Background: an optimization exercise with open tools, aiming at small area. Do not read the settings as production practice.
The RTL was checked by simulation tests, not by an equivalence proof against the original design.
No activity file was given, so power comes from the tool's default toggle rates.

==> flow/design.v (excerpt) <==
module dcache #(
  parameter int IDX_W = 3
) (
  input  logic        CLK,
  input  logic        nRST,
  input  logic        halt,
  input  logic        dmemREN,
  input  logic        dmemWEN,
  input  logic [31:0] dmemaddr,
  input  logic [31:0] dmemstore,
  output logic        dhit,
  output logic [31:0] dmemload,
  output logic        flushed,
  output logic        dREN,
  output logic        dWEN,
  output logic [31:0] daddr,
  output logic [31:0] dstore,
  input  logic [31:0] dload,
  input  logic        dwait
);
==> module dcache, before the edit <==
module dcache #(
  parameter int IDX_W = 3
) (
  input  logic        CLK,
  input  logic        nRST,
  input  logic        halt,
  input  logic        dmemREN,
  input  logic        dmemWEN,
  input  logic [31:0] dmemaddr,
  input  logic [31:0] dmemstore,
  output logic        dhit,
  output logic [31:0] dmemload,
  output logic        flushed,
  output logic        dREN,
  output logic        dWEN,
  output logic [31:0] daddr,
  output logic [31:0] dstore,
  input  logic [31:0] dload,
  input  logic        dwait
);
  localparam int SETS  = 1 << IDX_W;
  localparam int TAG_W = 29 - IDX_W;
  logic                r_w, r_f, r_h, r_r;
  logic                n_w, n_f, n_h, n_r;
  logic [IDX_W-1:0]    r_fidx;
  logic [SETS-1:0]     r_valid;
  logic [SETS-1:0]     r_dirty;
  logic [TAG_W-1:0]    r_tag   [SETS];
  logic [31:0]         r_word0 [SETS];
  logic [31:0]         r_word1 [SETS];
  logic                w_idle, w_done, w_fchk, w_fl1;
  logic [IDX_W-1:0]    w_idx;
  logic [TAG_W-1:0]    w_tag_rd;
  logic [SETS-1:0]     w_oh8;
  logic [2*SETS-1:0]   w_oh16;
  logic                w_vd, w_hit, w_sthit, w_miss, w_last;
  logic                w_rsel, w_wr, w_tagwr;
  logic [31:0]         w_wdata;
  logic                w_unused;
  assign w_unused = &{1'b0, dmemaddr[1:0]};
  assign w_idle = ~(r_w | r_f | r_r);
  assign w_done = r_f & r_h & ~r_w;
  assign w_fchk = r_f & ~r_h & ~r_w;
  assign w_fl1  = r_f & r_h & r_w;
  assign w_last = &r_fidx;
  assign w_idx    = r_f ? r_fidx : dmemaddr[2+IDX_W:3];
  assign w_vd     = |(w_oh8 & r_valid & r_dirty);
  assign w_rsel   = w_idle ? dmemaddr[2] : r_h;
  always_comb begin
    for (int i = 0; i < SETS; i++) begin
      w_oh8[i]        = (w_idx == i);
      w_oh16[2*i]     = w_oh8[i] & ~w_rsel;
      w_oh16[2*i + 1] = w_oh8[i] &  w_rsel;
    end
  end
  for (genvar b = 0; b < TAG_W; b++) begin : g_tag_rd
    logic [SETS-1:0] col;
    for (genvar i = 0; i < SETS; i++) begin : g_i
      assign col[i] = r_tag[i][b];
    end
    dcache_rd8 u_rd (.oh(w_oh8), .d(col), .q(w_tag_rd[b]));
  end
  for (genvar b = 0; b < 32; b++) begin : g_word_rd
    logic [2*SETS-1:0] col;
    for (genvar i = 0; i < SETS; i++) begin : g_i
      assign col[2*i]     = r_word0[i][b];
      assign col[2*i + 1] = r_word1[i][b];
    end
    dcache_rd16 u_rd (.oh(w_oh16), .d(col), .q(dmemload[b]));
  end
  assign dstore = dmemload;
  assign w_hit   = w_idle & ~halt & (dmemREN | dmemWEN) &
                   (|(w_oh8 & r_valid)) & (w_tag_rd == dmemaddr[31:3+IDX_W]);
  assign w_miss  = w_idle & ~halt & (dmemREN | dmemWEN) & ~w_hit;
  assign w_sthit = w_hit & dmemWEN;
  assign dhit    = w_hit;
  assign dREN    = r_r;
  assign dWEN    = r_w;
  assign flushed = w_done;
  assign daddr   = {w_tag_rd, w_idx, r_h, 2'b00};
  always_comb begin
    {n_w, n_f, n_h, n_r} = {r_w, r_f, r_h, r_r};
    if (w_idle) begin
      if (halt)        {n_w, n_f, n_h, n_r} = 4'b0100;
      else if (w_miss) {n_w, n_f, n_h, n_r} = w_vd ? 4'b1000 : 4'b0001;
    end else if (w_fchk) begin
      if (w_vd)        {n_w, n_f, n_h, n_r} = 4'b1100;
      else if (w_last) {n_w, n_f, n_h, n_r} = 4'b0110;
    end else if (!w_done && !dwait) begin
      if (!r_h)        n_h = 1'b1;                           
      else if (r_r)    {n_w, n_f, n_h, n_r} = 4'b0000;       
      else if (!r_f)   {n_w, n_f, n_h, n_r} = 4'b0001;       
      else             {n_w, n_f, n_h, n_r} = w_last ? 4'b0110 : 4'b0100;  
    end
  end
  always_ff @(posedge CLK or negedge nRST) begin
    if (!nRST) {r_w, r_f, r_h, r_r} <= 4'b0000;
    else       {r_w, r_f, r_h, r_r} <= {n_w, n_f, n_h, n_r};
  end
  always_ff @(posedge CLK) begin
    if (!r_f)                                  r_fidx <= '0;
    else if ((w_fchk & ~w_vd) | (w_fl1 & ~dwait)) r_fidx <= r_fidx + 1'b1;
  end
  assign w_wr    = r_r | w_sthit;
  assign w_wdata = r_r ? dload : dmemstore;
  assign w_tagwr = (w_miss & ~w_vd) | (r_w & r_h & ~r_f & ~dwait);
  always_ff @(posedge CLK or negedge nRST) begin
    if (!nRST) r_valid <= '0;
    else       r_valid <= r_valid | (w_oh8 & {SETS{w_tagwr}});
  end
  always_ff @(posedge CLK) begin
    for (int i = 0; i < SETS; i++) begin
      if (w_oh8[i] & w_wr)        r_dirty[i] <= ~r_r;
      if (w_oh8[i] & w_tagwr)     r_tag[i]   <= dmemaddr[31:3+IDX_W];
      if (w_oh16[2*i] & w_wr)     r_word0[i] <= w_wdata;
      if (w_oh16[2*i + 1] & w_wr) r_word1[i] <= w_wdata;
    end
  end
endmodule
==> module dcache_nand6, before the edit <==
module dcache_nand6 (
  input  logic [5:0] a,
  output logic       y
);
  assign y = ~&a;
endmodule
==> module dcache_rd16, before the edit <==
module dcache_rd16 (
  input  logic [15:0] oh,
  input  logic [15:0] d,
  output logic        q
);
  logic [5:0] t;
  dcache_aoi222 u0 (.a0(oh[0]),  .a1(d[0]),  .b0(oh[1]),  .b1(d[1]),  .c0(oh[2]),  .c1(d[2]),  .y(t[0]));
  dcache_aoi222 u1 (.a0(oh[3]),  .a1(d[3]),  .b0(oh[4]),  .b1(d[4]),  .c0(oh[5]),  .c1(d[5]),  .y(t[1]));
  dcache_aoi222 u2 (.a0(oh[6]),  .a1(d[6]),  .b0(oh[7]),  .b1(d[7]),  .c0(oh[8]),  .c1(d[8]),  .y(t[2]));
  dcache_aoi222 u3 (.a0(oh[9]),  .a1(d[9]),  .b0(oh[10]), .b1(d[10]), .c0(oh[11]), .c1(d[11]), .y(t[3]));
  dcache_aoi222 u4 (.a0(oh[12]), .a1(d[12]), .b0(oh[13]), .b1(d[13]), .c0(oh[14]), .c1(d[14]), .y(t[4]));
  dcache_nand2  u5 (.a(oh[15]), .b(d[15]), .y(t[5]));
  dcache_nand6  u6 (.a(t), .y(q));
endmodule
clock: 12.0 ns
lec_check: 0
cap_margin: 5
core_margin: 2
core_utilization: 50
place_density: 0.6
slew_margin: 5
synth_hierarchical: 1
synth_minimum_keep_size: 0
standard.sh (not shown) runs the stock make flow with config.mk's settings and CLKGATE_MAP_FILE= SYNTH_SCRIPT=/design/flow/synth_recipe.tcl, a recipe that flattens the netlist after the stock synthesis.
==> flow/flow/run.sh <==
#!/bin/bash
# Standard ORFS layout, with small port buffers and a clock tree built from
# small clock buffers without dummy loads. ORFS writes each tool's full log
# under orfs/logs/; the make output goes to flow_make.log here.
set -euo pipefail
export BUFFER_PORTS_ARGS="-buffer_cell sky130_fd_sc_hd__buf_1"
export CTS_ARGS="-sink_clustering_enable -repair_clock_nets -dont_use_dummy_load -root_buf sky130_fd_sc_hd__clkbuf_4 -buf_list {sky130_fd_sc_hd__clkbuf_4} -sink_clustering_size 10 -sink_clustering_max_diameter 50"
bash standard.sh finish > flow_make.log 2>&1
==> next run, changes <==
--- a/flow/design.v
+++ b/flow/design.v
@@ -32,7 +32,9 @@
   logic [IDX_W-1:0]    w_idx;
   logic [TAG_W-1:0]    w_tag_rd;
   logic [SETS-1:0]     w_oh8;
-  logic [2*SETS-1:0]   w_oh16;
+  logic [2*SETS-1:0]   w_oh16, w_we16;
+  logic [SETS-1:0]     w_wetag;
+  logic [1:0]          w_wsel;
   logic                w_vd, w_hit, w_sthit, w_miss, w_last;
   logic                w_rsel, w_wr, w_tagwr;
   logic [31:0]         w_wdata;
@@ -47,11 +49,15 @@
   assign w_vd     = |(w_oh8 & r_valid & r_dirty);
   assign w_rsel   = w_idle ? dmemaddr[2] : r_h;
   always_comb begin
-    for (int i = 0; i < SETS; i++) begin
-      w_oh8[i]        = (w_idx == i);
-      w_oh16[2*i]     = w_oh8[i] & ~w_rsel;
-      w_oh16[2*i + 1] = w_oh8[i] &  w_rsel;
-    end
+    for (int i = 0; i < SETS; i++) w_oh8[i] = (w_idx == i);
+  end
+  assign w_wsel = {w_wr & w_rsel, w_wr & ~w_rsel};
+  for (genvar i = 0; i < SETS; i++) begin : g_sel
+    dcache_and2 u_r0 (.a(w_oh8[i]), .b(~w_rsel),   .y(w_oh16[2*i]));
+    dcache_and2 u_r1 (.a(w_oh8[i]), .b(w_rsel),    .y(w_oh16[2*i + 1]));
+    dcache_and2 u_w0 (.a(w_oh8[i]), .b(w_wsel[0]), .y(w_we16[2*i]));
+    dcache_and2 u_w1 (.a(w_oh8[i]), .b(w_wsel[1]), .y(w_we16[2*i + 1]));
+    dcache_and2 u_wt (.a(w_oh8[i]), .b(w_tagwr),   .y(w_wetag[i]));
   end
   for (genvar b = 0; b < TAG_W; b++) begin : g_tag_rd
     logic [SETS-1:0] col;
@@ -102,20 +108,26 @@
     else if ((w_fchk & ~w_vd) | (w_fl1 & ~dwait)) r_fidx <= r_fidx + 1'b1;
   end
   assign w_wr    = r_r | w_sthit;
-  assign w_wdata = r_r ? dload : dmemstore;
+  assign w_wdata = ~(r_r ? dload : dmemstore);    
   assign w_tagwr = (w_miss & ~w_vd) | (r_w & r_h & ~r_f & ~dwait);
   always_ff @(posedge CLK or negedge nRST) begin
     if (!nRST) r_valid <= '0;
-    else       r_valid <= r_valid | (w_oh8 & {SETS{w_tagwr}});
+    else       r_valid <= r_valid | w_wetag;
   end
   always_ff @(posedge CLK) begin
     for (int i = 0; i < SETS; i++) begin
-      if (w_oh8[i] & w_wr)        r_dirty[i] <= ~r_r;
-      if (w_oh8[i] & w_tagwr)     r_tag[i]   <= dmemaddr[31:3+IDX_W];
-      if (w_oh16[2*i] & w_wr)     r_word0[i] <= w_wdata;
-      if (w_oh16[2*i + 1] & w_wr) r_word1[i] <= w_wdata;
+      if (w_oh8[i] & w_wr)  r_dirty[i] <= ~r_r;
+      if (w_wetag[i])       r_tag[i]   <= dmemaddr[31:3+IDX_W];
+      if (w_we16[2*i])      r_word0[i] <= w_wdata;
+      if (w_we16[2*i + 1])  r_word1[i] <= w_wdata;
     end
   end
+endmodule
+module dcache_and2 (
+  input  logic a, b,
+  output logic y
+);
+  assign y = a & b;
 endmodule
 module dcache_aoi222 (
   input  logic a0, a1, b0, b1, c0, c1,
@@ -135,11 +147,11 @@
 );
   assign y = ~&a;
 endmodule
-module dcache_nand6 (
+module dcache_and6 (
   input  logic [5:0] a,
   output logic       y
 );
-  assign y = ~&a;
+  assign y = &a;
 endmodule
 module dcache_rd8 (
   input  logic [7:0] oh,
@@ -165,5 +177,5 @@
   dcache_aoi222 u3 (.a0(oh[9]),  .a1(d[9]),  .b0(oh[10]), .b1(d[10]), .c0(oh[11]), .c1(d[11]), .y(t[3]));
   dcache_aoi222 u4 (.a0(oh[12]), .a1(d[12]), .b0(oh[13]), .b1(d[13]), .c0(oh[14]), .c1(d[14]), .y(t[4]));
   dcache_nand2  u5 (.a(oh[15]), .b(d[15]), .y(t[5]));
-  dcache_nand6  u6 (.a(t), .y(q));
+  dcache_and6   u6 (.a(t), .y(q));
 endmodule
Result: Worst setup slack is better by 0.20 ns; combinational power climbs by 13%; routed wire length is lower by 3.4%; via count fell by 1.5%; hold slack loses 0.0034 ns.

-- what the ideal ports hide --
Ports are ideal in the flow. The routed layouts listed here were re-timed in OpenROAD.
Step 1 (the two cells are an assumption about what drives the block):
set clk [get_ports {CLK}]
set_driving_cell -lib_cell sky130_fd_sc_hd__clkbuf_16 $clk
set_driving_cell -lib_cell sky130_fd_sc_hd__buf_2 [delete_from_list [all_inputs] $clk]
Step 2 also shifts input and output timing later by t, the mid clock arrival at the registers, as if the neighbouring blocks saw the same clock.
Three values: no drivers, after step 1, after step 2; two values: the first two.
run | t (ns) | slack for setup (ns) | worst setup path after step 2 | pins driven straight from the clock port
the first run | 0.857 | 3.252 / 3.223 / 3.223 | input to output | 1
the second run | 0.855 | 3.455 / 3.411 / 3.411 | input to output | 1
After both steps setup and hold are still met in every run listed. For the second run, which loses most, drivers alone change the setup slack by -0.044 ns; drivers and shift together by -0.044 ns.
